This is an optimization exercise on Yosys and OpenROAD, whose aim is small area and a short achievable clock period, not a production implementation. At most, simulation tests tie the RTL to the original design; equivalence was not proved. For runs 3 and 4, only the layout was checked, not whether the RTL still works. No activity file was given, so power comes from the tool's default toggle rates.

`config.mk`:
```
export PLATFORM = sky130hd
export DESIGN_NAME = sobel_conv_top
export DESIGN_NICKNAME = sobel_conv_top
export VERILOG_FILES = /design/flow/design.v
export SDC_FILE = /design/flow/constraint.sdc
export NUM_CORES = 4
export LEC_CHECK = 0
export CAP_MARGIN = 20
export CORE_MARGIN = 2
export CORE_UTILIZATION = 55
export PLACE_DENSITY = 0.8
export SETUP_SLACK_MARGIN = 3.75
export SLEW_MARGIN = 20
export SYNTH_HIERARCHICAL = 1
export TNS_END_PERCENT = 5
```
`constraint.sdc`:
```
create_clock -name core_clock -period 7.0 [get_ports {clk_main_a0}]
set_input_delay 1.4000 -clock core_clock [delete_from_list [all_inputs] [get_ports {clk_main_a0}]]
set_output_delay 1.4000 -clock core_clock [all_outputs]
set_load 0.01 [all_outputs]
```
`design.v`:
```
`timescale 1ns/1ns
module sobel_radd (
  input  logic        cin,      
  input  logic [10:2] g,
  input  logic [11:2] t,
  output logic [11:2] s
);
  logic w0;
  logic w1;
  logic w2;
  logic w3;
  logic w4;
  logic w5;
  logic w6;
  logic w7;
  logic w8;
  logic w9;
  logic w10;
  logic w11;
  logic w12;
  logic w13;
  logic w14;
  logic w15;
  logic w16;
  logic w17;
  logic w18;
  logic w19;
  logic w20;
  logic w21;
  logic w22;
  logic w23;
  logic w24;
  logic w25;
  sobel_aoi21 u1 (.a(g[2]), .b(t[2]), .c(cin), .y(w0));
  sobel_aoi21 u2 (.a(g[4]), .b(t[4]), .c(g[3]), .y(w1));
  sobel_nand2 u3 (.a(t[4]), .b(t[3]), .y(w2));
  sobel_aoi21 u4 (.a(g[6]), .b(t[6]), .c(g[5]), .y(w3));
  sobel_nand2 u5 (.a(t[6]), .b(t[5]), .y(w4));
  sobel_aoi21 u6 (.a(g[8]), .b(t[8]), .c(g[7]), .y(w5));
  sobel_nand2 u7 (.a(t[8]), .b(t[7]), .y(w6));
  sobel_aoi21 u8 (.a(g[10]), .b(t[10]), .c(g[9]), .y(w7));
  sobel_nand2 u9 (.a(t[10]), .b(t[9]), .y(w8));
  sobel_inv u10 (.a(w0), .y(w9));
  sobel_aoi21 u11 (.a(g[3]), .b(t[3]), .c(w9), .y(w10));
  sobel_oai21 u12 (.a(w1), .b(w2), .c(w0), .y(w11));
  sobel_inv u13 (.a(w3), .y(w12));
  sobel_inv u14 (.a(w4), .y(w13));
  sobel_aoi21 u15 (.a(g[7]), .b(t[7]), .c(w12), .y(w14));
  sobel_nand2 u16 (.a(t[7]), .b(w13), .y(w15));
  sobel_oai21 u17 (.a(w5), .b(w6), .c(w3), .y(w16));
  sobel_nor2 u18 (.a(w6), .b(w4), .y(w17));
  sobel_aoi21 u19 (.a(g[5]), .b(t[5]), .c(w11), .y(w18));
  sobel_inv u20 (.a(w11), .y(w19));
  sobel_oai21 u21 (.a(w3), .b(w4), .c(w19), .y(w20));
  sobel_oai21 u22 (.a(w14), .b(w15), .c(w19), .y(w21));
  sobel_aoi21 u23 (.a(w16), .b(w17), .c(w11), .y(w22));
  sobel_inv u24 (.a(w22), .y(w23));
  sobel_aoi21 u25 (.a(g[9]), .b(t[9]), .c(w23), .y(w24));
  sobel_oai21 u26 (.a(w7), .b(w8), .c(w22), .y(w25));
  logic [11:2] p;
  assign p = {t[11], t[10:2] & ~g};
  assign s[2] = p[2] ^ cin;
  assign s[3] = ~(p[3] ^ w0);    
  assign s[4] = ~(p[4] ^ w10);    
  assign s[5] = p[5] ^ w11;
  assign s[6] = ~(p[6] ^ w18);    
  assign s[7] = p[7] ^ w20;
  assign s[8] = p[8] ^ w21;
  assign s[9] = ~(p[9] ^ w22);    
  assign s[10] = ~(p[10] ^ w24);    
  assign s[11] = p[11] ^ w25;
endmodule
module sobel_inv (
  input  logic a,
  output logic y
);
  assign y = ~a;
endmodule
module sobel_aoi21 (
  input  logic a, b, c,
  output logic y
);
  assign y = ~(a | (b & c));
endmodule
module sobel_oai21 (
  input  logic a, b, c,
  output logic y
);
  assign y = ~(a & (b | c));
endmodule
module sobel_nand2 (
  input  logic a, b,
  output logic y
);
  assign y = ~(a & b);
endmodule
module sobel_nor2 (
  input  logic a, b,
  output logic y
);
  assign y = ~(a | b);
endmodule
module sobel_xor2 (
  input  logic a, b,
  output logic y
);
  assign y = a ^ b;
endmodule
`timescale 1ns/1ns
module sobel_conv_top (
  input  logic        clk_main_a0,
  input  logic        rst_main_n_sync,
  input  logic        awvalid,
  input  logic [31:0] awaddr,
  output logic        awready,
  input  logic        wvalid,
  input  logic [31:0] wdata,
  output logic        wready,
  output logic        bvalid,
  output logic [1:0]  bresp,
  input  logic        bready,
  input  logic        arvalid,
  input  logic [31:0] araddr,
  output logic        arready,
  output logic        rvalid,
  output logic [31:0] rdata,
  output logic [1:0]  rresp,
  input  logic        rready,
  input  logic [15:0] vdip,
  output logic [15:0] vled
);
  logic rst_n;
  assign rst_n = rst_main_n_sync;
  logic       w_wait;
  logic [3:0] w_code;     
  logic       aw_hs, w_hs;
  assign awready = ~(w_wait | bvalid);
  assign wready  = w_wait & wvalid;
  assign bresp   = 2'b00;
  assign aw_hs   = awvalid & awready;
  assign w_hs    = wready;
  function automatic logic [3:0] wr_code(input logic [31:0] a);
    logic low_ok;
    low_ok = (a[31:7] == 25'd0) && (a[1:0] == 2'b00);
    if (low_ok && !a[6] && (a[5:2] == 4'd0 || a[5:2] == 4'd4 || a[5:2] == 4'd5 ||
        a[5:2] == 4'd6 || a[5:2] == 4'd7 || a[5:2] == 4'd9 || a[5:2] == 4'd10 ||
        a[5:2] == 4'd11 || a[5:2] == 4'd12))
      wr_code = a[5:2];
    else if (low_ok && a[6:2] == 5'b10000)
      wr_code = 4'd1;
    else
      wr_code = 4'd2;
  endfunction
  always_ff @(posedge clk_main_a0) begin
    if (!rst_n) begin
      w_wait <= 1'b0;
      bvalid <= 1'b0;
    end else begin
      if (w_wait) w_wait <= ~wvalid;
      else        w_wait <= aw_hs;
      if (bvalid) bvalid <= ~bready;
      else        bvalid <= w_hs;
    end
  end
  always_ff @(posedge clk_main_a0) begin
    if (aw_hs) w_code <= wr_code(awaddr);
  end
  logic [11:0] p0, p2, n6, n8;
  logic [10:0] n1, n3, p5, p7;
  logic        mode_nz, mode_z;    
  logic [15:0] scratch;
  logic [15:0] wd;
  logic [11:0] wdn;
  assign wd  = wdata[15:0] & {16{rst_n}};
  assign wdn = ~wd[11:0];
  logic we_p0, we_p1, we_p2, we_p3, we_p5, we_p6, we_p7, we_p8, we_mode, we_scr;
  assign we_scr  = ~rst_n | (w_hs && w_code == 4'd0);
  assign we_mode = ~rst_n | (w_hs && w_code == 4'd1);
  assign we_p0   = ~rst_n | (w_hs && w_code == 4'd4);
  assign we_p1   = ~rst_n | (w_hs && w_code == 4'd5);
  assign we_p2   = ~rst_n | (w_hs && w_code == 4'd6);
  assign we_p3   = ~rst_n | (w_hs && w_code == 4'd7);
  assign we_p5   = ~rst_n | (w_hs && w_code == 4'd9);
  assign we_p6   = ~rst_n | (w_hs && w_code == 4'd10);
  assign we_p7   = ~rst_n | (w_hs && w_code == 4'd11);
  assign we_p8   = ~rst_n | (w_hs && w_code == 4'd12);
  always_ff @(posedge clk_main_a0) begin
    if (we_scr)  scratch <= wd;
    if (we_mode) mode_nz <= rst_n & (|wdata);
    if (we_mode) mode_z  <= ~(rst_n & (|wdata));
    if (we_p0)   p0 <= wd[11:0];
    if (we_p1)   n1 <= wdn[10:0];
    if (we_p2)   p2 <= wd[11:0];
    if (we_p3)   n3 <= wdn[10:0];
    if (we_p5)   p5 <= wd[10:0];
    if (we_p6)   n6 <= wdn[11:0];
    if (we_p7)   p7 <= wd[10:0];
    if (we_p8)   n8 <= wdn[11:0];
  end
  logic [11:0] m, x, ny;
  logic [10:0] u, nv;
  assign m  = {12{mode_z}};
  assign x  = p2 ^ m;
  assign ny = n6 ^ m;
  assign u  = ~(mode_nz ? n1 : n3);
  assign nv = ~(mode_nz ? p7 : p5);
  logic [11:0] a0, a1, a2, a3, a4, a5;
  logic [11:0] s1, c1, s2, c2, s3, c3, s4, c4;
  logic [11:0] c1s, c2s, c3s, c4s;
  assign a0 = p0;
  assign a1 = n8;
  assign a2 = x;
  assign a3 = ny;
  assign a4 = {u, 1'b0};
  assign a5 = {nv, 1'b0};
  assign c1s = {c1[10:0], 1'b1};
  assign c2s = {c2[10:0], 1'b1};
  assign c3s = {c3[10:0], 1'b1};
  assign c4s = {c4[10:0], 1'b1};
  sobel_fa u_fa1_0 (.a(a0[0]), .b(a1[0]), .c(a2[0]), .s(s1[0]), .co(c1[0]));
  assign s2[0] = a3[0];
  assign c2[0] = 1'b0;
  assign s3[0] = ~(s1[0] ^ s2[0]);
  assign c3[0] = s1[0] | s2[0];
  assign s4[0] = s3[0];
  assign c4[0] = 1'b1;
  for (genvar i = 1; i < 11; i++) begin : g_csa
    sobel_fa u_fa1 (.a(a0[i]), .b(a1[i]),  .c(a2[i]),  .s(s1[i]), .co(c1[i]));
    sobel_fa u_fa2 (.a(a3[i]), .b(a4[i]),  .c(a5[i]),  .s(s2[i]), .co(c2[i]));
    sobel_fa u_fa3 (.a(c1s[i]), .b(s1[i]), .c(s2[i]),  .s(s3[i]), .co(c3[i]));
    if (i == 1) begin : g_ha
      assign s4[i] = s3[i] ^ c3s[i];
      assign c4[i] = s3[i] & c3s[i];
    end else begin : g_fa
      sobel_fa u_fa4 (.a(c2s[i]), .b(c3s[i]), .c(s3[i]), .s(s4[i]), .co(c4[i]));
    end
  end
  assign c1[11] = 1'b0;
  assign c2[11] = 1'b0;
  assign c3[11] = 1'b0;
  assign c4[11] = 1'b0;
  logic [11:0] res_t;
  logic [10:2] res_g;
  logic        res_c2;
  logic x11a, x11b, x11c, x11d, x11e, x11f, x11g, x11h;
  sobel_xor2 u_x11a (.a(a0[11]), .b(a1[11]), .y(x11a));
  sobel_xor2 u_x11b (.a(a2[11]), .b(a3[11]), .y(x11b));
  sobel_xor2 u_x11c (.a(a4[11]), .b(a5[11]), .y(x11c));
  sobel_xor2 u_x11d (.a(x11a),   .b(x11b),   .y(x11d));
  sobel_xor2 u_x11e (.a(x11d),   .b(x11c),   .y(x11e));
  sobel_xor2 u_x11f (.a(c1[10]), .b(c2[10]), .y(x11f));
  sobel_xor2 u_x11g (.a(x11e),   .b(x11f),   .y(x11g));
  sobel_xor2 u_x11h (.a(x11g),   .b(c3[10]), .y(x11h));
  sobel_xor2 u_x11i (.a(x11h),   .b(c4[10]), .y(res_t[11]));
  assign res_t[0]    = ~s4[0];
  assign res_t[1]    = ~(s4[1] ^ s4[0]);
  assign res_c2      = s4[1] | s4[0];
  assign res_t[10:2] = s4[10:2] | c4s[10:2];
  assign res_g       = s4[10:2] & c4s[10:2];
  logic        rd_pend, rd_res;
  logic        ar_hs;
  logic        r_dead;      
  logic [15:0] r_t;
  logic [10:2] r_g;
  logic        r_c2;
  assign arready = ~(rd_pend | rvalid);
  assign ar_hs   = arvalid & arready;
  assign rresp   = 2'b00;
  logic ar_is0, ar_is4;
  assign ar_is0 = (araddr == 32'h0);
  assign ar_is4 = (araddr == 32'h4);
  always_ff @(posedge clk_main_a0) begin
    if (!rst_n) begin
      rd_pend <= 1'b0;
      rvalid  <= 1'b0;
    end else begin
      rd_pend <= ar_hs;
      if (rvalid) rvalid <= ~rready;
      else        rvalid <= rd_pend;
    end
  end
  always_ff @(posedge clk_main_a0) begin
    rd_res <= ar_hs & ar_is0;
    if (ar_hs) begin
      r_dead <= ~(ar_is0 | ar_is4);
      r_t    <= ar_is4 ? scratch : 16'hBEEF;
      r_g    <= '0;
      r_c2   <= 1'b0;
    end else if (rd_res) begin
      r_t    <= {4'b0, res_t};
      r_g    <= res_g;
      r_c2   <= res_c2;
    end
  end
  logic [11:0] sum_lo;
  assign sum_lo[1:0] = r_t[1:0];
  sobel_radd u_radd (.cin(r_c2), .g(r_g), .t(r_t[11:2]), .s(sum_lo[11:2]));
  assign rdata = {r_dead ? 16'hDEAD : 16'h0000, r_t[15:12], sum_lo};
  logic [15:0] dip_meta, led_pre_n;    
  always_ff @(posedge clk_main_a0) begin
    dip_meta  <= vdip;
    led_pre_n <= ~(scratch & dip_meta & {16{rst_n}});
    vled      <= ~led_pre_n & {16{rst_n}};
  end
endmodule
module sobel_fa (
  input  logic a,
  input  logic b,
  input  logic c,
  output logic s,
  output logic co
);
  assign s  = a ^ b ^ c;
  assign co = (a & b) | (a & c) | (b & c);
endmodule
```
`flow/run.sh`:
```
#!/bin/bash
# The standard layout (standard.sh, unchanged synthesis and steps) with two
# placement/CTS options changed:
#  - port buffers are sky130_fd_sc_hd__buf_1 instead of the default pick
#  - clock tree built from clkbuf_4/clkbuf_8 without dummy loads
set -o pipefail
export BUFFER_PORTS_ARGS="-buffer_cell sky130_fd_sc_hd__buf_1"
export CTS_ARGS="-sink_clustering_enable -repair_clock_nets -dont_use_dummy_load -buf_list {sky130_fd_sc_hd__clkbuf_4 sky130_fd_sc_hd__clkbuf_8}"
bash standard.sh > standard.log 2>&1
status=$?
cp -r orfs/logs orfs_logs 2>/dev/null
exit $status
```
`standard.sh`:
```
#!/bin/bash
# synth_recipe.tcl (not shown) runs the flow's synth.tcl, then flattens the netlist and writes it again
# the make line also repeats each setting of config.mk as NAME=value (left out here)
make -C /OpenROAD-flow-scripts/flow DESIGN_CONFIG=/design/flow/config.mk WORK_HOME=/design/flow/orfs CLKGATE_MAP_FILE= SYNTH_SCRIPT=/design/flow/synth_recipe.tcl "${@:-finish}"
```
==> notes.md, run 1 <==
Clock transition at path regs=0.09 ns; CTS Root Cell=clkbuf_8; FF-to-FF Start=mode_nz; die height=127.6 um; #FFs+latches synth=194; GRT overflow=0; final net count=933; GR Layer Usage met2=38.91%; Post-Syn Area per Cell=13.85 sq um; Layout Skew=0.02813 ns; Seq/Total Area, Yosys=61.81%; RSZ-0062 raised after global routing=yes; Slew HR=27.96%; crit-path leading delay family=compound AO/OA/AOI/OAI gates; most used cell along the critical path=a21oi_2; total number of vias=5111; slowest CP cell=edfxtp_1; Crit. Startpoint=r_t[4]; CTS tree=done; setup TNS=0 ns; Syn. warnings=7; initial core utilization=55.70%; crit-path max FO=3; Netlist Area Pre-Place=8404 sq um; top_reg_cell synth=edfxtp_1; Lkg Pwr=3.426 nW; final period utilization=46.74%; Setup WS post-layout=3.728 ns; post-route ant nets=0; final WL=17100 um; crit path cell chain=a21oi_2 -> o21ai_4 -> a21oi_2 -> inv_1 -> a21oi_2 -> xnor2_1 -> buf_2; hold path startpoint=led_pre_n[11]; Post-synth EDFFs=131; I/O pins=176; Num CTS Buffers=17; final hold violations=0; Crit. End Element=primary output; dpl cell area=9116 sq um; count of cell types in the netlist=43; dominant cells by area after synthesis=edfxtp_1 (47%), dfxtp_1 (15%), fa_1 (9.5%); post-synth top area cell=edfxtp_1; share of cells above drive strength 1=8.322%; Area Growth Syn to Fin=11.97%; first-pass iteration count of the detailed router=5; die area=16290 sq um; Yosys top cell area share=46.81%; buffer depth of the longest clock path=2; met1 usage=24.22%; Site Rows=45; final core utilization=62.36%; Syn Inst Count=607; final instance area=9410 sq um; Max Cap Violations=0; DR vias/cell=5.341; PwrDens=252.7 nW/um^2; Finish-stage setup viols=0; most numerous cell in the Yosys netlist=edfxtp_1; most instantiated cells after synthesis=edfxtp_1 (131), dfxtp_1 (63), fa_1 (40); post-route DRC violation count=0; WS Path Type=reg -> out; gpl congestion=0.8391; GRT met3 Usage=4.229%; Peak VDD IR=119.6 uV; worst slew pin tran=1.081 ns; htree depth=4; initial antenna violation count=0; startpoint type of the worst setup path=flop; Post-CTS Hold Buffers=0; routed len/inst=17.87 um; first-pass GRT wire length=25690 um; Die X=127.6 um; Hold Path Class=reg -> reg; clk sink count=194; pin count of the biggest net entering global routing=64; vias in the first global route=5181; Arr. time, crit path=1.87 ns; worst slack, placed=3.675 ns; Slew Limit Fails=0; Tmin final=3.272 ns; Clk Latency, worst-skew pair=0.48 ns; Port Buffer Count=166; crit path buf inv count=2; Crit path largest cell delay=0.42 ns; ys async rst share=0%; Core ar.=15090 sq um; status=finished clean; Iteration-0 DRC Markers=362; Fmax=0.3057 GHz; Top Usage Layer GRT=met2; required time of the critical path=5.60 ns; Tot GR Track Use=21.40%; dpl hpwl=12750 um; Filler cells=1098; Diodes inserted=0
==> final cells by class <==
cell class	count	area, sq um	area share [%]
flip-flops and latches	194	5195	55.21
clock buffers	17	234.0	2.486
repair buffers	183	753.2	8.004
well taps	188	235.2	2.500
inverters	37	138.9	1.476
multi-input cells	338	2854	30.33
==> path summary, 6_finish.rpt <==
| kind | cells after the start | endpoint | slack [ns] |
|---|---|---|---|
| setup / recovery | 7 | rdata[10] | 3.73 |
| hold reg to reg | 1 | vled[11] | 0.38 |
| setup reg to reg | 7 | r_t[10] | 3.95 |
| hold / removal | 1 | vled[11] | 0.38 |
==> repair_timing <==
action | CTS | global route
setup buffers | 5 | 0
resized for setup | 4 | 1
endpoints found under the setup margin | 7 | 6
pin swaps | 4 | 2
==> state kept, by name (all words and copies together) (netlist names), 12 cells and up <==
name and cells:
p2 12, led_pre_n 16, vled 16, r_t 16
p0 12, dip_meta 16, n8 12, scratch 16
n6 12
==> where the power goes <==
| part | switching [mW] | internal, mW |
|---|---|---|
| Combinational | 0.275 | 0.215 |
| Sequential | 0.0398 | 1.31 |
| Clock | 0.323 | 0.215 |
| Total | 0.638 | 1.74 |
==> layout by cell type (no fill, tap or decap), drive strengths merged, types with 11 or more instances in the layout <==
master and count:
fa 40, dfxtp 63, nand3 31, nor3 11
nor4 21, clkbuf 18, nand2 25, a21oi 25
xor2 34, buf 182, nor2 13, nand2b 16
edfxtp 131, inv 37, mux2i 23, nor2b 24
o21ai 18
==> Yosys stat by module, one instance, submodules excluded <==
| module | flip-flops and latches | cell area, sq um |
|---|---|---|
| sobel_aoi21 | 0 | 8.758 |
| sobel_conv_top | 194 | 7129 |
| sobel_fa | 0 | 20.02 |
| sobel_inv | 0 | 3.754 |
| sobel_nand2 | 0 | 3.754 |
| sobel_nor2 | 0 | 3.754 |
| sobel_oai21 | 0 | 5.005 |
| sobel_radd | 0 | 241.5 |
| sobel_xor2 | 0 | 8.758 |
==> logic make-up (layout without fill, tap and decap cells) <==
logic type | Yosys count | count (layout) | synth area share [%]
adders and majority gates | 43 | 43 | 9.975
DFF | 194 | 194 | 61.81
AOI/OAI and AO/OA | 59 | 59 | 4.362
xor gates and xnor gates | 44 | 44 | 4.943
other | 1 | 9 | 0.04462
and+or+nand+nor | 160 | 160 | 11.12
buffers and inverters | 83 | 237 | 5.002
muxes | 23 | 23 | 2.739
==> worst register-to-register path, delay by kind of cell, from the launching register on <==
family | cells | cell delay (ns)
fa+ha+maj | 3 | 1.47
buf+inv | 1 | 0.35
flops | 1 | 0.33
mux | 1 | 0.33
simple gates | 1 | 0.19
compound gates | 1 | 0.08
==> through the flow <==
step	total power, mW	instances	hold WS, ns
finish	2.378	957	0.3819
global route	2.476	957	0.3860
CTS	2.385	957	0.3837
detailed placement	1.859	935	0.3727
global placement	1.826	935	0.3696
floorplan	1.702	615	0.3674
==> metal layers <==
| metal | wire (um) | vias up |
|---|---|---|
| li1 | - | 2396 |
| met1 | 6502 | 2465 |
| met2 | 9037 | 217 |
| met3 | 1078 | 33 |
| met4 | 485 | 0 |
| met5 | 0 | - |
==> run 2: changes to the inputs <==
--- a/config.mk
+++ b/config.mk
@@ -14,2 +14 @@
 export SYNTH_HIERARCHICAL = 1
-export TNS_END_PERCENT = 5
==> notes.md, run 2 <==
initial antenna violation count=0; hold path startpoint=led_pre_n[11]; most frequent cells in the layout=buf_1 (159), edfxtp_1 (131), dfxtp_1 (62); die height=127.6 um; Area Growth Syn to Fin=12.10%; Site Rows=45; final period utilization=46.57%; setup TNS=0 ns; Max Cap Violations=0; final WL=17080 um; startpoint type of the worst setup path=flop; Layout Skew=0.02788 ns; Syn. warnings=7; multi-input logic area=2858 sq um; clk sink count=194; Crit. Startpoint=r_t[4]; final core utilization=62.44%; Syn Inst Count=607; required time of the critical path=5.60 ns; Core ar.=15090 sq um; Seq/Total Area, Yosys=61.81%; Clock transition at path regs=0.09 ns; Lkg Pwr=3.442 nW; ys async rst share=0%; WHS Path Cells=1; Crit. End Element=primary output; worst slew pin tran=1.089 ns; Post-CTS Hold Buffers=0; RSZ-0062 raised after global routing=yes; top_reg_cell synth=edfxtp_1; Slew HR=27.38%; dpl hpwl=12750 um; final hold violations=0; CTS Root Cell=clkbuf_8; Netlist Area Pre-Place=8404 sq um; routed len/inst=17.85 um; most numerous cell in the Yosys netlist=edfxtp_1; Arr. time, crit path=1.86 ns; total number of vias=5123; FF-to-FF Start=mode_nz; Slew Limit Fails=0; Die X=127.6 um; Yosys top cell area share=46.81%; initial core utilization=55.70%; commonest non-fill, non-tap cell in the layout=buf_1; count of cell types in the netlist=43; Port Buffer Count=166; PwrDens=252.5 nW/um^2; Fmax=0.3068 GHz; final net count=933; DR vias/cell=5.353; CTS tree=done; Clk Latency, worst-skew pair=0.47 ns; dominant cells by area after synthesis=edfxtp_1 (47%), dfxtp_1 (15%), fa_1 (9.5%); Hold Path Class=reg -> reg; share of cells above drive strength 1=9.233%; first-pass iteration count of the detailed router=5; vias in the first global route=5181; gpl congestion=0.8391; GRT overflow=0; first-pass GRT wire length=25690 um; WS Path Type=reg -> out; post-route ant nets=0; I/O pins=176; Tmin final=3.260 ns; register area=5196 sq um; Post-Syn Area per Cell=13.85 sq um; buffer depth of the longest clock path=2; Post-synth EDFFs=131; Iteration-0 DRC Markers=359; htree depth=4; status=finished clean; post-synth top area cell=edfxtp_1; pin count of the biggest net entering global routing=64; most instantiated cells after synthesis=edfxtp_1 (131), dfxtp_1 (63), fa_1 (40); Peak VDD IR=119.0 uV; Filler cells=1098; crit-path max FO=3; Finish-stage setup viols=0; die area=16290 sq um; post-route DRC violation count=0; Num CTS Buffers=17; Diodes inserted=0; reg2reg path depth=7; Tot GR Track Use=21.40%; #FFs+latches synth=194
-- run 2: changes by cell type in the layout (fill, tap and decap cells not counted), sizes merged --
cell,delta
buf,-3
clkbuf,+3
-- run 2: critical path: stages (launching register included) --
cell and delay (ns):
edfxtp_1 0.42, a21oi_2 0.22, o21ai_4 0.09, a21oi_2 0.16, inv_1 0.07, a21oi_2 0.13, xnor2_1 0.14, buf_2 0.16
-- run 2: modules after synthesis (local to each module, per instance) --
module          cells  cell area, sq um
sobel_radd         19             241.5
sobel_oai21         1             5.005
sobel_fa            1             20.02
sobel_xor2          1             8.758
sobel_aoi21         1             8.758
sobel_nand2         1             3.754
sobel_nor2          1             3.754
sobel_inv           1             3.754
sobel_conv_top    513              7129
-- run 2: final cells by class --
class | instances | share of cell area (%)
clock buffers | 17 | 2.483
well taps | 188 | 2.497
repair buffers | 183 | 8.061
multi-input cells | 338 | 30.33
inverters | 37 | 1.474
flip-flops and latches | 194 | 55.15
-- run 2: routing by layer --
metal | global-route usage, % | wire length [um] | up-vias
met5 | 0 | 0 | -
met4 | 10.02 | 474 | 0
met3 | 4.229 | 1094 | 32
met2 | 38.91 | 9021 | 217
met1 | 24.22 | 6491 | 2473
li1 | - | - | 2401
-- run 2: path summary, 6_finish.rpt --
kind / end / slack (ns)
setup / recovery: rdata[10] / 3.74
hold / removal: vled[11] / 0.38
setup reg to reg: r_t[10] / 3.95
hold reg to reg: vled[11] / 0.38
-- run 2: cell families (layout without fill, tap and decap cells) --
family	Yosys count	after routing	share of synthesized area, %
muxes	23	23	2.739
and+or+nand+nor	160	160	11.12
xor gates and xnor gates	44	44	4.943
AOI/OAI and AO/OA	59	59	4.362
adders and majority gates	43	43	9.975
other	1	9	0.04462
buffers and inverters	83	237	5.002
DFF	194	194	61.81
-- run 2: timing repair --
item | 4_1_cts | 5_1_grt
pin swaps | 4 | 2
setup buffers | 5 | 0
endpoints found under the setup margin | 7 | 6
resized for setup | 4 | 10
-- run 2: metrics by stage --
stage               worst slack (ns)  instances  total power [mW]  area (sq um)  hold WS, ns
floorplan                      3.939        615             1.702          8439       0.3674
global placement               3.667        935             1.826          9116       0.3696
detailed placement             3.675        935             1.859          9116       0.3727
CTS                            3.739        957             2.385          9403       0.3837
global route                   3.645        957             2.478          9422       0.3860
finish                         3.740        957             2.379          9422       0.3823
-- run 2: power by group --
group	internal [mW]	total (mW)	switching [mW]
sequential	1.31	1.35	0.0397
combinational	0.216	0.492	0.275
clock	0.215	0.537	0.323
==> run 3: changes to the inputs <==
--- a/design.v
+++ b/design.v
@@ -169,3 +169,3 @@
   logic [10:0] n1, n3, p5, p7;
-  logic        mode_nz, mode_z;    
+  logic        mode_nz;    
   logic [15:0] scratch;
@@ -189,3 +189,2 @@
     if (we_mode) mode_nz <= rst_n & (|wdata);
-    if (we_mode) mode_z  <= ~(rst_n & (|wdata));
     if (we_p0)   p0 <= wd[11:0];
@@ -201,3 +200,3 @@
   logic [10:0] u, nv;
-  assign m  = {12{mode_z}};
+  assign m  = {12{~mode_nz}};
   assign x  = p2 ^ m;
==> notes.md, run 3 <==
RSZ-0062 raised after global routing=yes; die area=16220 sq um; Final Power=2.359 mW; Lkg Pwr=3.408 nW; Syn. warnings=7; final period utilization=46.94%; vias in the first global route=5349; Post-CTS Hold Buffers=0; startpoint type of the worst setup path=flop; worst slack, placed=2.992 ns; PwrDens=249.6 nW/um^2; Clock transition at path regs=0.09 ns; Fmax=0.3044 GHz; status=finished clean; commonest non-fill, non-tap cell in the layout=buf_1; multi-input logic area=2875 sq um; CTS Root Cell=clkbuf_8; Finish-stage setup viols=0; ys async rst share=0%; Yosys top cell area share=46.64%; first-pass iteration count of the detailed router=5; required time of the critical path=5.60 ns; Port Buffer Count=166; initial antenna violation count=0; WS Path Type=reg -> out; Clk Latency, worst-skew pair=0.44 ns; top_reg_cell synth=edfxtp_1; most frequent cells in the layout=buf_1 (161), edfxtp_1 (130), dfxtp_1 (62); Syn Inst Count=604; GRT overflow=0; register area=5166 sq um; first-pass GRT wire length=26570 um; Peak VDD IR=156.8 uV; dominant cells by area after synthesis=edfxtp_1 (47%), dfxtp_1 (15%), fa_1 (9.6%); Filler cells=1109; worst slew pin tran=1.007 ns; share of cells above drive strength 1=10.10%; Arr. time, crit path=1.89 ns; post-route ant nets=0; Post-synth EDFFs=130; Seq/Total Area, Yosys=61.70%; gpl congestion=0.8120; Layout Skew=0.02049 ns; Num CTS Buffers=17; dpl hpwl=12630 um; Post-Syn Area per Cell=13.86 sq um; clk sink count=193; routed len/inst=17.96 um; final core utilization=62.87%; I/O pins=176; Diodes inserted=0; final hold violations=0; Core ar.=15030 sq um; Hold Path Class=reg -> reg; #FFs+latches synth=193; crit-path max FO=4; Slew Limit Fails=0; Site Rows=45; die height=127.4 um; post-synth top area cell=edfxtp_1; final net count=936; Netlist Area Pre-Place=8371 sq um; most instantiated cells after synthesis=edfxtp_1 (130), dfxtp_1 (63), fa_1 (40); post-route DRC violation count=0; final WL=17240 um; dpl cell area=9072 sq um; pin count of the biggest net entering global routing=64; Setup WS post-layout=3.715 ns; Area Growth Syn to Fin=12.91%; final instance area=9452 sq um; Iteration-0 DRC Markers=430; Tot GR Track Use=21.94%; DR vias/cell=5.427; CTS tree=done; most numerous cell in the Yosys netlist=edfxtp_1; buffer depth of the longest clock path=2; Slew HR=32.80%; htree depth=4; Tmin final=3.285 ns; Max Cap Violations=0; initial core utilization=55.68%; count of cell types in the netlist=43; total number of vias=5210; Crit. End Element=primary output; Die X=127.4 um; setup TNS=0 ns
## run 3: cell count changes in the layout (fill, tap and decap cells not counted), moves of 2 or more
cell | previous run | this run
clkbuf_2 | 4 | 1
buf_1 | 159 | 161
inv_1 | 37 | 35
o21ai_1 | 6 | 3
buf_4 | 17 | 20
xor2_1 | 34 | 12
xnor2_1 | 6 | 27
## run 3: kinds of logic (layout without fill, tap and decap cells)
family                   count (synthesis)  after routing  synth area share [%]
AO/OA/AOI/OAI                           59             59                 4.409
AND/OR/NAND/NOR                        160            160                 11.17
adder cells (fa/ha/maj)                 43             43                 10.02
other                                    1              9               0.04480
buffers and inverters                   81            241                 4.948
multiplexers                            23             23                 2.750
XOR/XNOR                                44             44                 4.963
flip-flops                             193            193                 61.70
## run 3: final timing paths
check,start,end,slack (ns),cells past startpoint
setup reg to reg,mode_nz,r_t[8],3.90,8
hold reg to reg,led_pre_n[12],vled[12],0.36,1
setup / recovery,r_t[4],rdata[10],3.71,7
hold / removal,led_pre_n[12],vled[12],0.36,1
## run 3: cell type report
class,instances,share of cell area (%)
Clock buffer,17,2.476
Inverter,36,1.430
Multi-Input combinational cell,338,30.42
Sequential cell,193,54.66
Tap cell,188,2.489
Timing Repair Buffer,188,8.525
## run 3: modules after synthesis, one instance, submodules excluded
module          cells inside  cell area, sq um  flops+latches  copies in the design
sobel_conv_top           510              7096            193                     1
sobel_radd                19             241.5              0                     1
sobel_fa                   1             20.02              0                    40
sobel_aoi21                1             8.758              0                    10
sobel_xor2                 1             8.758              0                     9
sobel_oai21                1             5.005              0                     5
sobel_inv                  1             3.754              0                     5
sobel_nand2                1             3.754              0                     5
sobel_nor2                 1             3.754              0                     1
## run 3: per-layer routing
| layer | part of all wire [%] | routed length (um) | up-vias | track usage [%] |
|---|---|---|---|---|
| li1 | - | - | 2407 | - |
| met2 | 55 | 9463 | 264 | 40.80 |
| met4 | 1.1 | 191 | 0 | 6.141 |
| met3 | 7.6 | 1305 | 16 | 4.732 |
| met5 | 0 | 0 | - | 0 |
| met1 | 36 | 6283 | 2523 | 25.60 |
## run 3: worst max-delay path, stage by stage, from the launching register on
cell and delay (ns):
edfxtp_1 0.44, a21oi_2 0.22, o21ai_4 0.11, a21oi_4 0.21
inv_2 0.05, a21oi_2 0.13, xnor2_1 0.13, buf_2 0.15
## run 3: metrics by stage
| stage | hold slack (ns) | cells |
|---|---|---|
| 2_1_floorplan | 0.3674 | 612 |
| 3_3_place_gp | 0.3687 | 932 |
| 6_report | 0.3636 | 960 |
| 3_5_place_dp | 0.3721 | 932 |
| 4_1_cts | 0.3648 | 955 |
| 5_1_grt | 0.3749 | 960 |
## run 3: timing repair
item / in CTS / in global routing
resized for setup: 11 / 7
cloned: 0 / 0
pin swaps: 6 / 5
buffers inserted: 6 / 5
hold endpoints to repair: 0 / 0
endpoints found under the setup margin: 28 / 12
## run 3: power by group
part / switching (mW) / leakage, nW / internal (mW) / total (mW)
clock network: 0.318 / 0.122 / 0.215 / 0.534
logic: 0.266 / 1.53 / 0.218 / 0.484
registers: 0.0383 / 1.76 / 1.30 / 1.34
==> run 4: changes to the inputs <==
==> flow/run.sh (replaced) <==
#!/bin/bash
# The standard layout (standard.sh, unchanged synthesis and steps) with two
# placement/CTS options changed:
#  - port buffers are sky130_fd_sc_hd__buf_1 instead of the default pick
#  - clock tree built from clkbuf_16 without dummy loads
set -o pipefail
export BUFFER_PORTS_ARGS="-buffer_cell sky130_fd_sc_hd__buf_1"
export CTS_ARGS="-sink_clustering_enable -repair_clock_nets -dont_use_dummy_load -buf_list {sky130_fd_sc_hd__clkbuf_16}"
bash standard.sh > standard.log 2>&1
status=$?
cp -r orfs/logs orfs_logs 2>/dev/null
exit $status
==> notes.md, run 4 <==
status=finished clean; Finish-stage setup viols=0; Tot GR Track Use=22.48%; Reg2Reg Setup Slack=3.92 ns; startpoint type of the worst setup path=flop; die area=16220 sq um; Crit path largest cell delay=0.43 ns; Sw Ratio=25.35%; Flop pwr share=51.6%; slowest CP cell=edfxtp_1; RSZ-0062 raised after global routing=yes; Slew Limit Fails=0; Seq/Total Area, Yosys=61.70%; count of cell types in the netlist=43; dominant cells by area after synthesis=edfxtp_1 (47%), dfxtp_1 (15%), fa_1 (9.6%); setup TNS=0 ns; Syn Inst Count=604; Syn. warnings=7; WS Path Type=reg -> out; commonest non-fill, non-tap cell in the layout=buf_1; final hold violations=0; most used cell along the critical path=a21oi_2; Yosys top cell area share=46.64%; I/O pins=176; Post-CTS Hold Buffers=0; clock power share=29.8%; Max Cap Violations=0; DR vias/cell=5.450; Site Rows=45; Post-synth EDFFs=130; most numerous cell in the Yosys netlist=edfxtp_1; Psw=0.6602 mW; reg2reg path depth=8; Area Growth Syn to Fin=15.01%; Setup WS post-layout=3.743 ns; Core ar.=15030 sq um; Diodes inserted=0; Post-Syn Area per Cell=13.86 sq um; Die X=127.4 um; Peak VDD IR=177.0 uV; htree depth=4; #FFs+latches synth=193; post-route ant nets=0; first-pass GRT wire length=27100 um; Iteration-0 DRC Markers=418; dpl hpwl=12630 um; Clk Latency, worst-skew pair=0.42 ns; crit-path max FO=3; Hold Path Class=reg -> reg; buffer depth of the longest clock path=2; final core utilization=64.04%; Tmin final=3.257 ns; die height=127.4 um; clk sink count=193; routed len/inst=18.41 um; gpl congestion=0.8120; Min-Delay Endpoint=vled[12]; Lkg Pwr=3.483 nW; Crit. End Element=primary output; Slew HR=31.01%; most frequent cells in the layout=buf_1 (162), edfxtp_1 (130), dfxtp_1 (62); Num CTS Buffers=17; reg2reg end=r_t[8]; top_reg_cell synth=edfxtp_1; PwrDens=270.5 nW/um^2; ys async rst share=0%; final period utilization=46.53%; Port Buffer Count=166; Layout Skew=0.01408 ns; post-route DRC violation count=0; Netlist Area Pre-Place=8371 sq um; initial core utilization=55.68%; Arr. time, crit path=1.86 ns; WHS Path Cells=1; CTS Root Cell=clkbuf_16; post-synth top area cell=edfxtp_1; worst slack, placed=2.992 ns; Final Power=2.604 mW; Fmax=0.3071 GHz; GRT overflow=0; hold path startpoint=led_pre_n[12]; Int Power=1.944 mW; share of cells above drive strength 1=9.728%; crit path cell chain=a21oi_2 -> o21ai_1 -> a21oi_4 -> inv_2 -> a21oi_2 -> xnor2_1 -> buf_2; total number of vias=5227; worst slew pin tran=1.034 ns; vias in the first global route=5337; pin count of the biggest net entering global routing=64; Clock transition at path regs=0.06 ns; most instantiated cells after synthesis=edfxtp_1 (130), dfxtp_1 (63), fa_1 (40); final net count=935; CTS tree=done; Logic pwr share=18.7%; first-pass iteration count of the detailed router=5; FF-to-FF Start=mode_nz; required time of the critical path=5.60 ns; final WL=17650 um; initial antenna violation count=0
[run 4: cell counts after synthesis]
Identical to the previous run, type by type.
[run 4: Yosys stat by module, one instance, submodules excluded]
module          cell area [sq um]  cells inside  copies in the design
sobel_fa                    20.02             1                    40
sobel_oai21                 5.005             1                     5
sobel_inv                   3.754             1                     5
sobel_aoi21                 8.758             1                    10
sobel_nand2                 3.754             1                     5
sobel_xor2                  8.758             1                     9
sobel_nor2                  3.754             1                     1
sobel_conv_top               7096           510                     1
sobel_radd                  241.5            19                     1
[run 4: cell families (layout without fill, tap and decap cells)]
family	Yosys count	count (layout)	synth area share, %
simple gates	160	160	11.17
compound gates	59	59	4.409
mux	23	23	2.750
fa+ha+maj	43	43	10.02
flops	193	193	61.70
buf+inv	81	240	4.948
xor+xnor	44	44	4.963
other cells	1	9	0.04480
[run 4: critical path: cells and delay by family (launching register included)]
family	cells	cell delay [ns]
XOR/XNOR	1	0.13
AO/OA/AOI/OAI	4	0.67
buffers and inverters	2	0.20
flip-flops	1	0.43
[run 4: what timing repair did]
| item | in CTS | in global routing |
|---|---|---|
| setup buffers | 5 | 5 |
| cloned | 0 | 0 |
| endpoints found under the hold margin | 0 | 0 |
| setup endpoints to repair | 28 | 5 |
| gates resized for setup | 11 | 4 |
| pin swaps | 6 | 6 |
[run 4: layout make-up]
type                            count  area (sq um)
Multi-Input combinational cell    338          2868
Sequential cell                   193          5166
Inverter                           36         135.1
Clock buffer                       17         425.4
Fill cell                        1081          5406
Timing Repair Buffer              187         797.0
Tap cell                          188         235.2
[run 4: metal layers]
layer	up-vias	GRT usage [%]	part of all wire, %
met3	25	4.648	6.4
met1	2562	26.04	37
li1	2406	-	-
met2	234	42.15	55
met4	0	6.270	1.5
met5	-	0	0
[run 4: worst max-delay path by stage]
stage / startpoint / slack [ns] / end
after detailed placement: mode_nz / 2.99 / r_t[7]
after global placement: mode_nz / 3.13 / r_t[10]
final: r_t[6] / 3.74 / rdata[10]
after global routing: r_t[4] / 3.65 / rdata[10]
after CTS: r_t[4] / 3.71 / rdata[10]
after floorplan: wvalid / 3.94 / n6[0]
[run 4: metrics by stage]
| step | cells | cell area [sq um] | hold WS, ns |
|---|---|---|---|
| 2_1_floorplan | 612 | 8406 | 0.3674 |
| 3_3_place_gp | 932 | 9069 | 0.3687 |
| 3_5_place_dp | 932 | 9072 | 0.3721 |
| 4_1_cts | 954 | 9577 | 0.3700 |
| 5_1_grt | 959 | 9627 | 0.3798 |
| 6_report | 959 | 9627 | 0.3696 |
[run 4: power groups by stage]
stage	clock (mW)	combinational, mW	sequential (mW)
floorplan	0	0.341	1.36
global placement	0	0.441	1.37
CTS	0.786	0.481	1.34
global route	0.825	0.548	1.35
finish	0.775	0.487	1.34
detailed placement	0	0.466	1.37
==> run 5: changes to the inputs <==
--- a/design.v
+++ b/design.v
@@ -169,3 +169,3 @@
   logic [10:0] n1, n3, p5, p7;
-  logic        mode_nz;    
+  logic        mode_nz, mode_z;    
   logic [15:0] scratch;
@@ -189,2 +189,3 @@
     if (we_mode) mode_nz <= rst_n & (|wdata);
+    if (we_mode) mode_z  <= ~(rst_n & (|wdata));
     if (we_p0)   p0 <= wd[11:0];
@@ -200,3 +201,3 @@
   logic [10:0] u, nv;
-  assign m  = {12{~mode_nz}};
+  assign m  = {12{mode_z}};
   assign x  = p2 ^ m;
@@ -298,2 +299,8 @@
   logic [15:0] dip_meta, led_pre_n;    
+  logic        rst_i;
+  logic [15:0] vled_d;
+  assign rst_i = ~rst_n;
+  for (genvar i = 0; i < 16; i++) begin : g_vled
+    sobel_nor2 u_vled_d (.a(led_pre_n[i]), .b(rst_i), .y(vled_d[i]));
+  end
   always_ff @(posedge clk_main_a0) begin
@@ -301,3 +308,3 @@
     led_pre_n <= ~(scratch & dip_meta & {16{rst_n}});
-    vled      <= ~led_pre_n & {16{rst_n}};
+    vled      <= vled_d;
   end
==> flow/run.sh (replaced) <==
#!/bin/bash
# The standard layout (standard.sh, unchanged synthesis and steps) with two
# placement/CTS options changed:
#  - port buffers are sky130_fd_sc_hd__buf_1 instead of the default pick
#  - clock tree built from clkbuf_4/clkbuf_8 without dummy loads
set -o pipefail
export BUFFER_PORTS_ARGS="-buffer_cell sky130_fd_sc_hd__buf_1"
export CTS_ARGS="-sink_clustering_enable -repair_clock_nets -dont_use_dummy_load -buf_list {sky130_fd_sc_hd__clkbuf_4 sky130_fd_sc_hd__clkbuf_8}"
bash standard.sh > standard.log 2>&1
status=$?
cp -r orfs/logs orfs_logs 2>/dev/null
exit $status
--- a/config.mk
+++ b/config.mk
@@ -11,3 +11,3 @@
 export PLACE_DENSITY = 0.8
-export SETUP_SLACK_MARGIN = 3.75
+export SETUP_SLACK_MARGIN = 3.7
 export SLEW_MARGIN = 20
==> notes.md, run 5 <==
Num CTS Buffers=17; Site Rows=45; Hold Path Class=reg -> reg; routed len/inst=18.39 um; dominant cells by area after synthesis=edfxtp_1 (47%), dfxtp_1 (15%), fa_1 (9.6%); gpl congestion=0.8505; Netlist Area Pre-Place=8352 sq um; Syn. warnings=7; vias in the first global route=5346; Layout Skew=0.03074 ns; crit-path max FO=3; most instantiated cells after synthesis=edfxtp_1 (131), dfxtp_1 (63), fa_1 (40); Syn Inst Count=606; Slew Limit Fails=0; final hold violations=0; Clock transition at path regs=0.09 ns; RSZ-0062 raised after global routing=yes; die area=16190 sq um; #FFs+latches synth=194; Max Cap Violations=0; first-pass GRT wire length=26770 um; Arr. time, crit path=1.83 ns; post-route ant nets=0; Lkg Pwr=3.448 nW; Yosys top cell area share=47.10%; post-route DRC violation count=0; Core ar.=15030 sq um; Area Growth Syn to Fin=12.54%; I/O pins=176; initial core utilization=55.56%; buffer depth of the longest clock path=2; CTS Root Cell=clkbuf_8; Post-synth EDFFs=131; reg2reg end=r_t[7]; Slew HR=33.73%; Port Buffer Count=166; htree depth=4; clk sink count=194; Tmin final=3.231 ns; Iteration-0 DRC Markers=453; Reg2Reg Setup Slack=3.89 ns; Post-CTS Hold Buffers=0; GRT overflow=0; required time of the critical path=5.60 ns; Diodes inserted=0; first-pass iteration count of the detailed router=5; Post-Syn Area per Cell=13.78 sq um; final core utilization=62.52%; Peak VDD IR=127.2 uV; commonest non-fill, non-tap cell in the layout=buf_1; worst slew pin tran=0.9836 ns; FF-to-FF Start=mode_nz; top_reg_cell synth=edfxtp_1; Fmax=0.3095 GHz; Critical Path Sink=rdata[10]; DR vias/cell=5.404; Seq/Total Area, Yosys=62.20%; total number of vias=5182; Crit. End Element=primary output; die height=127.2 um; post-synth top area cell=edfxtp_1; final hold slack=0.3644 ns; Crit. Startpoint=r_t[2]; final period utilization=46.16%; startpoint type of the worst setup path=flop; Clk Latency, worst-skew pair=0.47 ns; Finish-stage setup viols=0; ys async rst share=0%; pin count of the biggest net entering global routing=45; WS Path Type=reg -> out; setup TNS=0 ns; final net count=935; status=finished clean; CTS tree=done; reg2reg path depth=7; dpl hpwl=13470 um; most numerous cell in the Yosys netlist=edfxtp_1; Tot GR Track Use=22.21%; most frequent cells in the layout=buf_1 (163), edfxtp_1 (131), dfxtp_1 (62); Die X=127.2 um; share of cells above drive strength 1=9.598%; count of cell types in the netlist=42; PwrDens=254.2 nW/um^2; initial antenna violation count=0; final WL=17630 um
## run 5: cell count changes after synthesis, sizes merged, moves of 2 or more
cell,previous run,this run
xnor2,32,10
xor2,12,34
nor2,13,31
nor2b,24,7
buf,35,31
clkbuf,10,14
inv,36,39
nand2,25,23
o21a,2,0
## run 5: stage by stage
stage                     instances  setup slack (ns)  total power [mW]  cell area [sq um]
after floorplan                 614             3.939             1.701               8387
after global placement          933             3.594             1.839               9046
after detailed placement        933             3.705             1.872               9051
after CTS                       952             3.640             2.391               9328
after global routing            959             3.659             2.500               9399
final                           959             3.769             2.389               9399
## run 5: what timing repair did
item | in CTS | in global routing
resized for setup | 5 | 7
setup buffers | 2 | 7
endpoints found under the setup margin | 6 | 5
pin swaps | 1 | 5
## run 5: worst min-delay path by stage
stage                to     startpoint  cells past startpoint  slack, ns
6_report        vled[8]   led_pre_n[8]                      1       0.36
2_1_floorplan   vled[0]   led_pre_n[0]                      1       0.36
4_1_cts         vled[8]   led_pre_n[8]                      1       0.37
5_1_grt         vled[3]   led_pre_n[3]                      1       0.38
3_5_place_dp    vled[9]   led_pre_n[9]                      1       0.37
3_3_place_gp   vled[14]  led_pre_n[14]                      1       0.36
## run 5: layout make-up
cell class | instances | area, sq um
timing repair buffer | 185 | 769.5
clock buffer | 17 | 234.0
multi-input combinational | 336 | 2818
sequential | 194 | 5196
inverter | 39 | 146.4
fill | 1116 | 5634
tap | 188 | 235.2
## run 5: report_power, final
group | internal, mW | leakage (nW) | switching, mW | total [mW]
combinational | 0.220 | 1.56 | 0.291 | 0.511
sequential | 1.31 | 1.77 | 0.0386 | 1.35
clock | 0.215 | 0.122 | 0.315 | 0.529
## run 5: kinds of logic (layout without fill, tap and decap cells)
family | count (synthesis) | after routing | synth area share (%)
mux | 23 | 23 | 2.772
buf+inv | 84 | 241 | 5.034
xor+xnor | 44 | 44 | 4.974
other cells | 1 | 9 | 0.04490
compound gates | 60 | 60 | 4.449
fa+ha+maj | 43 | 43 | 10.04
flops | 194 | 194 | 62.20
simple gates | 157 | 157 | 10.49
## run 5: modules after synthesis (local to each module, per instance)
module	cells	flops+latches
sobel_fa	1	0
sobel_xor2	1	0
sobel_aoi21	1	0
sobel_oai21	1	0
sobel_inv	1	0
sobel_nand2	1	0
sobel_conv_top	496	194
sobel_radd	19	0
sobel_nor2	1	0
## run 5: metal layers
metal	global-route usage, %	part of all wire (%)	routed length [um]	up-vias
met2	39.85	51	9075	256
met5	0	0	0	-
li1	-	-	-	2404
met3	4.858	7.2	1272	37
met1	26.09	38	6787	2485
met4	8.920	2.8	498	0
## run 5: critical path, cell delays in order, from the launching register on
cell and delay [ns]:
edfxtp_1 0.45, a21oi_4 0.19, o21ai_4 0.10, a21oi_4 0.18, inv_2 0.05, a21oi_2 0.14
xnor2_1 0.12, buf_2 0.14
==> run 6: changes to the inputs <==
--- a/config.mk
+++ b/config.mk
@@ -11,3 +11,3 @@
 export PLACE_DENSITY = 0.8
-export SETUP_SLACK_MARGIN = 3.7
+export SETUP_SLACK_MARGIN = 3.75
 export SLEW_MARGIN = 20
==> notes.md, run 6 <==
Crit. End Element=primary output; fin cells=960; Max Cap Violations=0; PwrDens=254.1 nW/um^2; Sw Ratio=27.03%; startpoint type of the worst setup path=flop; final period utilization=45.92%; clk sink count=194; final WL=17620 um; WS Path Type=reg -> out; RSZ-0062 raised after global routing=yes; share of cells above drive strength 1=10.62%; initial antenna violation count=0; Syn Inst Count=606; Tmin final=3.214 ns; Syn. warnings=7; Slew Limit Fails=0; Netlist Area Pre-Place=8352 sq um; post-synth top area cell=edfxtp_1; first-pass iteration count of the detailed router=6; Seq/Total Area, Yosys=62.20%; Flop pwr share=56.3%; CTS Root Cell=clkbuf_8; most numerous cell in the Yosys netlist=edfxtp_1; post-route DRC violation count=0; final net count=936; Setup WS post-layout=3.786 ns; crit path buf inv count=2; Final Power=2.394 mW; most instantiated cells after synthesis=edfxtp_1 (131), dfxtp_1 (63), fa_1 (40); final hold slack=0.3664 ns; Hold Path Class=reg -> reg; Area Growth Syn to Fin=12.84%; worst slack, placed=3.705 ns; worst slew pin tran=0.9679 ns; die area=16190 sq um; Yosys top cell area share=47.10%; Logic pwr share=21.6%; first-pass GRT wire length=26820 um; Lkg Pwr=3.466 nW; crit path cell chain=a21oi_4 -> o21ai_4 -> a21oi_4 -> inv_2 -> a21oi_2 -> xnor2_1 -> buf_2; Num CTS Buffers=17; Psw=0.6471 mW; htree depth=4; ys async rst share=0%; final core utilization=62.69%; Peak VDD IR=127.2 uV; Layout Skew=0.03028 ns; Core ar.=15030 sq um; die height=127.2 um; routed len/inst=18.35 um; Post-CTS Hold Buffers=0; I/O pins=176; top_reg_cell synth=edfxtp_1; buffer depth of the longest clock path=2; Arr. time, crit path=1.81 ns; setup TNS=0 ns; Filler cells=1115; Int Power=1.747 mW; dpl hpwl=13470 um; DR vias/cell=5.393; Clk Latency, worst-skew pair=0.47 ns; Crit path largest cell delay=0.44 ns; final hold violations=0; post-route ant nets=0; vias in the first global route=5361; status=finished clean; dominant cells by area after synthesis=edfxtp_1 (47%), dfxtp_1 (15%), fa_1 (9.6%); Diodes inserted=0; crit-path max FO=3; Post-Syn Area per Cell=13.78 sq um; Tot GR Track Use=22.25%; most frequent cells in the layout=buf_1 (159), edfxtp_1 (131), dfxtp_1 (62); Port Buffer Count=166; Finish-stage setup viols=0; pin count of the biggest net entering global routing=45; Site Rows=45; Die X=127.2 um; GRT overflow=0; CTS tree=done; initial core utilization=55.56%; Slew HR=34.79%; number of cells after detailed placement=933; count of cell types in the netlist=42; Clock transition at path regs=0.09 ns; Fmax=0.3111 GHz; gpl congestion=0.8505; Iteration-0 DRC Markers=462; commonest non-fill, non-tap cell in the layout=buf_1; slowest CP cell=edfxtp_1; clock power share=22.2%; final instance area=9424 sq um; total number of vias=5177; required time of the critical path=5.60 ns; crit-path leading delay family=compound AO/OA/AOI/OAI gates; Post-synth EDFFs=131; most used cell along the critical path=a21oi_4; #FFs+latches synth=194; dpl cell area=9051 sq um
-- run 6: area by class of cell --
cell class              count  area [sq um]  share of cell area (%)
flip-flops and latches    194          5196                   55.14
multi-input cells         336          2826                   29.99
repair buffers            186         785.8                   8.338
well taps                 188         235.2                   2.496
clock buffers              17         234.0                   2.483
inverters                  39         146.4                   1.553
-- run 6: timing repair --
action / 4_1_cts / 5_1_grt
pin swaps: 5 / 5
resized for setup: 7 / 15
endpoints found under the setup margin: 7 / 9
setup buffers: 7 / 3
-- run 6: per-module statistics from Yosys, one instance, submodules excluded, a selection --
module	cells inside	cell area, sq um	flops+latches	times used
sobel_fa	1	20.02	0	40
sobel_inv	1	3.754	0	5
sobel_oai21	1	5.005	0	5
sobel_aoi21	1	8.758	0	10
sobel_xor2	1	8.758	0	9
sobel_radd	19	241.5	0	1
-- run 6: power groups by stage --
stage | logic (mW) | clock network [mW] | registers, mW
floorplan | 0.337 | 0 | 1.36
global placement | 0.466 | 0 | 1.37
detailed placement | 0.494 | 0 | 1.38
CTS | 0.504 | 0.542 | 1.35
global route | 0.575 | 0.576 | 1.35
finish | 0.516 | 0.531 | 1.35
-- run 6: metal layers --
layer	vias up	part of all wire, %	global-route usage [%]
met5	-	0	0
met4	0	2.8	8.920
met3	35	7.3	4.858
met2	231	52	39.91
met1	2505	38	26.18
li1	2406	-	-
-- run 6: path summary, 6_finish.rpt --
kind                                   start   endpoint  slack [ns]  depth (start not counted)
worst max register to register        mode_z     r_t[9]        3.93                          7
worst max-delay path                  r_t[2]  rdata[10]        3.79                          7
worst min register to register  led_pre_n[8]    vled[8]        0.37                          1
worst min-delay path            led_pre_n[8]    vled[8]        0.37                          1
-- run 6: cells by family after synthesis --
kind of cell,count (synthesis),synth area share (%)
AOI/OAI and AO/OA,60,4.449
xor gates and xnor gates,44,4.974
adders and majority gates,43,10.04
buffers and inverters,84,5.034
DFF,194,62.20
muxes,23,2.772
other,1,0.04490
and+or+nand+nor,157,10.49
==> run 7: changes to the inputs <==
--- a/design.v
+++ b/design.v
@@ -33,2 +33,5 @@
   logic w25;
+  logic w26;
+  logic w27;
+  logic w28;
   sobel_aoi21 u1 (.a(g[2]), .b(t[2]), .c(cin), .y(w0));
@@ -42,19 +45,22 @@
   sobel_nand2 u9 (.a(t[10]), .b(t[9]), .y(w8));
-  sobel_inv u10 (.a(w0), .y(w9));
-  sobel_aoi21 u11 (.a(g[3]), .b(t[3]), .c(w9), .y(w10));
-  sobel_oai21 u12 (.a(w1), .b(w2), .c(w0), .y(w11));
-  sobel_inv u13 (.a(w3), .y(w12));
-  sobel_inv u14 (.a(w4), .y(w13));
-  sobel_aoi21 u15 (.a(g[7]), .b(t[7]), .c(w12), .y(w14));
-  sobel_nand2 u16 (.a(t[7]), .b(w13), .y(w15));
-  sobel_oai21 u17 (.a(w5), .b(w6), .c(w3), .y(w16));
-  sobel_nor2 u18 (.a(w6), .b(w4), .y(w17));
-  sobel_aoi21 u19 (.a(g[5]), .b(t[5]), .c(w11), .y(w18));
-  sobel_inv u20 (.a(w11), .y(w19));
-  sobel_oai21 u21 (.a(w3), .b(w4), .c(w19), .y(w20));
-  sobel_oai21 u22 (.a(w14), .b(w15), .c(w19), .y(w21));
-  sobel_aoi21 u23 (.a(w16), .b(w17), .c(w11), .y(w22));
-  sobel_inv u24 (.a(w22), .y(w23));
-  sobel_aoi21 u25 (.a(g[9]), .b(t[9]), .c(w23), .y(w24));
-  sobel_oai21 u26 (.a(w7), .b(w8), .c(w22), .y(w25));
+  sobel_inv u10 (.a(g[3]), .y(w9));
+  sobel_inv u11 (.a(t[3]), .y(w10));
+  sobel_oai21 u12 (.a(w9), .b(w10), .c(w0), .y(w11));
+  sobel_oai21 u13 (.a(w1), .b(w2), .c(w0), .y(w12));
+  sobel_inv u14 (.a(g[7]), .y(w13));
+  sobel_inv u15 (.a(t[7]), .y(w14));
+  sobel_oai21 u16 (.a(w13), .b(w14), .c(w3), .y(w15));
+  sobel_nor2 u17 (.a(w14), .b(w4), .y(w16));
+  sobel_oai21 u18 (.a(w5), .b(w6), .c(w3), .y(w17));
+  sobel_nor2 u19 (.a(w6), .b(w4), .y(w18));
+  sobel_aoi21 u20 (.a(g[5]), .b(t[5]), .c(w12), .y(w19));
+  sobel_inv u21 (.a(w3), .y(w20));
+  sobel_inv u22 (.a(w4), .y(w21));
+  sobel_aoi21 u23 (.a(w20), .b(w21), .c(w12), .y(w22));
+  sobel_aoi21 u24 (.a(w15), .b(w16), .c(w12), .y(w23));
+  sobel_aoi21 u25 (.a(w17), .b(w18), .c(w12), .y(w24));
+  sobel_inv u26 (.a(g[9]), .y(w25));
+  sobel_inv u27 (.a(t[9]), .y(w26));
+  sobel_oai21 u28 (.a(w25), .b(w26), .c(w24), .y(w27));
+  sobel_oai21 u29 (.a(w7), .b(w8), .c(w24), .y(w28));
   logic [11:2] p;
@@ -63,10 +69,10 @@
   assign s[3] = ~(p[3] ^ w0);    
-  assign s[4] = ~(p[4] ^ w10);    
-  assign s[5] = p[5] ^ w11;
-  assign s[6] = ~(p[6] ^ w18);    
-  assign s[7] = p[7] ^ w20;
-  assign s[8] = p[8] ^ w21;
-  assign s[9] = ~(p[9] ^ w22);    
-  assign s[10] = ~(p[10] ^ w24);    
-  assign s[11] = p[11] ^ w25;
+  assign s[4] = p[4] ^ w11;
+  assign s[5] = p[5] ^ w12;
+  assign s[6] = ~(p[6] ^ w19);    
+  assign s[7] = ~(p[7] ^ w22);    
+  assign s[8] = ~(p[8] ^ w23);    
+  assign s[9] = ~(p[9] ^ w24);    
+  assign s[10] = p[10] ^ w27;
+  assign s[11] = p[11] ^ w28;
 endmodule
--- a/config.mk
+++ b/config.mk
@@ -11,3 +11,3 @@
 export PLACE_DENSITY = 0.8
-export SETUP_SLACK_MARGIN = 3.75
+export SETUP_SLACK_MARGIN = 3.95
 export SLEW_MARGIN = 20
==> notes.md, run 7 <==
status=finished clean; count of cell types in the netlist=42; final WL=17940 um; reg2reg path depth=9; Filler cells=1090; number of cells after detailed placement=938; Post-Syn Area per Cell=13.73 sq um; htree depth=4; pin count of the biggest net entering global routing=45; clk sink count=194; Peak VDD IR=127.5 uV; GRT overflow=0; first-pass GRT wire length=26720 um; Crit path largest cell delay=0.42 ns; Fmax=0.3174 GHz; Seq/Total Area, Yosys=62.15%; Tot GR Track Use=22.33%; Die X=127.3 um; top_reg_cell synth=edfxtp_1; dpl hpwl=12890 um; Netlist Area Pre-Place=8359 sq um; ys async rst share=0%; PwrDens=252.6 nW/um^2; Iteration-0 DRC Markers=409; post-route DRC violation count=0; final instance area=9609 sq um; Max Cap Violations=0; FF-to-FF Start=mode_nz; Num CTS Buffers=17; Post-synth EDFFs=131; first-pass iteration count of the detailed router=5; final net count=947; initial core utilization=55.61%; most instantiated cells after synthesis=edfxtp_1 (131), dfxtp_1 (63), inv_1 (42); final period utilization=45.01%; total number of vias=5261; post-synth top area cell=edfxtp_1; dpl cell area=9074 sq um; commonest non-fill, non-tap cell in the layout=buf_1; Syn Inst Count=609; WHS Path Cells=1; slowest CP cell=edfxtp_1; vias in the first global route=5216; Reg2Reg Setup Slack=3.97 ns; Arr. time, crit path=1.75 ns; Site Rows=45; Slew Limit Fails=0; Clock transition at path regs=0.09 ns; final hold slack=0.3778 ns; Slew HR=36.76%; die area=16200 sq um; post-route ant nets=0; setup TNS=0 ns; Core ar.=15030 sq um; Hold Path Class=reg -> reg; gpl congestion=0.8155; dominant cells by area after synthesis=edfxtp_1 (47%), dfxtp_1 (15%), fa_1 (9.6%); share of cells above drive strength 1=12.39%; worst slew pin tran=0.9476 ns; startpoint type of the worst setup path=flop; fin cells=971; Lkg Pwr=3.540 nW; Yosys top cell area share=47.06%; Port Buffer Count=166; Area Growth Syn to Fin=14.95%; multi-input logic area=2865 sq um; reg2reg end=r_t[11]; Syn. warnings=7; Min-Delay Endpoint=vled[12]; Diodes inserted=0; most used cell along the critical path=a21oi_2; CTS Root Cell=clkbuf_8; crit path cell chain=a21oi_2 -> o21ai_4 -> a21oi_2 -> buf_4 -> xnor2_2 -> buf_2; die height=127.3 um; most numerous cell in the Yosys netlist=edfxtp_1; initial antenna violation count=0; Crit. Startpoint=r_t[4]; crit-path max FO=3; most frequent cells in the layout=buf_1 (156), edfxtp_1 (131), dfxtp_1 (62); register area=5196 sq um; #FFs+latches synth=194; Clk Latency, worst-skew pair=0.46 ns; Layout Skew=0.02668 ns; DR vias/cell=5.418; Tmin final=3.151 ns; Finish-stage setup viols=0; Crit. End Element=primary output; RSZ-0062 raised after global routing=yes; routed len/inst=18.47 um; CTS tree=done; hold path startpoint=led_pre_n[12]; WS Path Type=reg -> out; I/O pins=176; buffer depth of the longest clock path=2; required time of the critical path=5.60 ns; Post-CTS Hold Buffers=0; final hold violations=0
## run 7: cell count changes in the layout (fill, tap and decap cells not counted), sizes merged
cell and delta:
clkbuf +1, buf +7, o21ai +1, nor2 +1, inv +3, nand2 -1
a21oi -1
## run 7: area by class of cell
| cell class | instances | share of cell area (%) |
|---|---|---|
| inverters | 42 | 1.641 |
| multi-input cells | 336 | 29.82 |
| flip-flops and latches | 194 | 54.08 |
| well taps | 188 | 2.448 |
| clock buffers | 17 | 2.435 |
| repair buffers | 194 | 9.583 |
## run 7: metrics by stage
| stage | setup slack [ns] | util [%] | power (mW) |
|---|---|---|---|
| after floorplan | 3.970 | - | 1.702 |
| after detailed placement | 3.757 | 60.36 | 1.872 |
| after global routing | 3.726 | 63.92 | 2.535 |
| final | 3.849 | 63.92 | 2.427 |
| after global placement | 3.624 | 60.32 | 1.841 |
| after CTS | 3.838 | 62.90 | 2.401 |
## run 7: repair_timing
action	in CTS	in global routing
pin swaps	8	8
setup buffers	9	5
resized for setup	24	16
gates cloned	0	2
endpoints found under the setup margin	11	18
## run 7: power by group
part,switching [mW],internal [mW]
sequential,0.0373,1.31
combinational,0.305,0.240
clock,0.320,0.215
## run 7: critical path, delay by kind of cell (launching register included)
kind | cells | cell delay [ns]
compound gates | 3 | 0.50
xor+xnor | 1 | 0.09
buf+inv | 2 | 0.29
flops | 1 | 0.42
## run 7: per-module statistics from Yosys, one instance, submodules excluded
module | area, sq um | flip-flops and latches
sobel_fa | 20.02 | 0
sobel_nor2 | 3.754 | 0
sobel_xor2 | 8.758 | 0
sobel_aoi21 | 8.758 | 0
sobel_radd | 241.5 | 0
sobel_oai21 | 5.005 | 0
sobel_conv_top | 7017 | 194
sobel_nand2 | 3.754 | 0
sobel_inv | 3.754 | 0
## run 7: per-layer routing
layer  GRT usage (%)  up-vias  routed length, um
met1           26.91     2561               6998
met2           39.57      247               9274
met5               0        -                  0
met3           5.570       30               1257
li1                -     2423                  -
met4           7.240        0                405
## run 7: worst max path at each step
stage | endpoint | slack (ns) | cells past startpoint
after floorplan | p0[0] | 3.97 | 4
after global placement | r_t[9] | 3.62 | 5
after detailed placement | wready | 3.76 | 4
after CTS | rdata[9] | 3.84 | 6
after global routing | rdata[7] | 3.73 | 6
final | rdata[9] | 3.85 | 6
## run 7: logic make-up (layout without fill, tap and decap cells)
group                      count (synthesis)  after routing  share of synthesized area, %
adders and majority gates                 43             43                         10.03
AOI/OAI and AO/OA                         60             60                         4.401
buffers and inverters                     87            253                         5.164
xor gates and xnor gates                  44             44                         4.969
and+or+nand+nor                          157            157                         10.48
other                                      1              9                       0.04486
DFF                                      194            194                         62.15
muxes                                     23             23                         2.769

static timing again, ports no longer ideal:
How much do the figures lean on ideal ports? The routed layouts below were timed once more, with nothing changed but the port constraints. Step 1 sets driving cells, clkbuf_16 on the clock port and buf_2 on the other inputs (assumed; they add their load-dependent delay and slew). Step 2, shift: input delay + t, output delay - t, t = (earliest + latest rising clock arrival at the registers) / 2. This alone moves slack from input paths to output paths. Slacks: ideal ports / drivers / drivers and shift; pairs: ideal ports / drivers.
| run | shift t [ns] | setup WS [ns] | hold WS [ns] | worst setup path at the end | cell pins on the clock port's net |
|---|---|---|---|---|---|
| run 1 | 0.504 | 3.728 / 3.689 / 3.611 | 0.382 / 0.382 / 0.382 | input to register | 1 |
| run 2 | 0.502 | 3.740 / 3.701 / 3.675 | 0.382 / 0.382 / 0.382 | input to register | 1 |
| run 3 | 0.465 | 3.715 / 3.680 / 3.714 | 0.364 / 0.364 / 0.364 | input to register | 1 |
| run 4 | 0.454 | 3.743 / 3.703 / 3.682 | 0.370 / 0.370 / 0.370 | input to register | 1 |
| run 5 | 0.483 | 3.769 / 3.736 / 3.691 | 0.364 / 0.364 / 0.364 | input to register | 1 |
| run 6 | 0.484 | 3.786 / 3.753 / 3.714 | 0.366 / 0.366 / 0.366 | input to register | 1 |
| run 7 | 0.486 | 3.849 / 3.813 / 3.663 | 0.378 / 0.378 / 0.378 | input to register | 1 |
After both steps setup and hold are still met in every run listed. The setup slack of run 7, which loses most, moves by -0.036 ns with the drivers and by -0.186 ns with both steps.
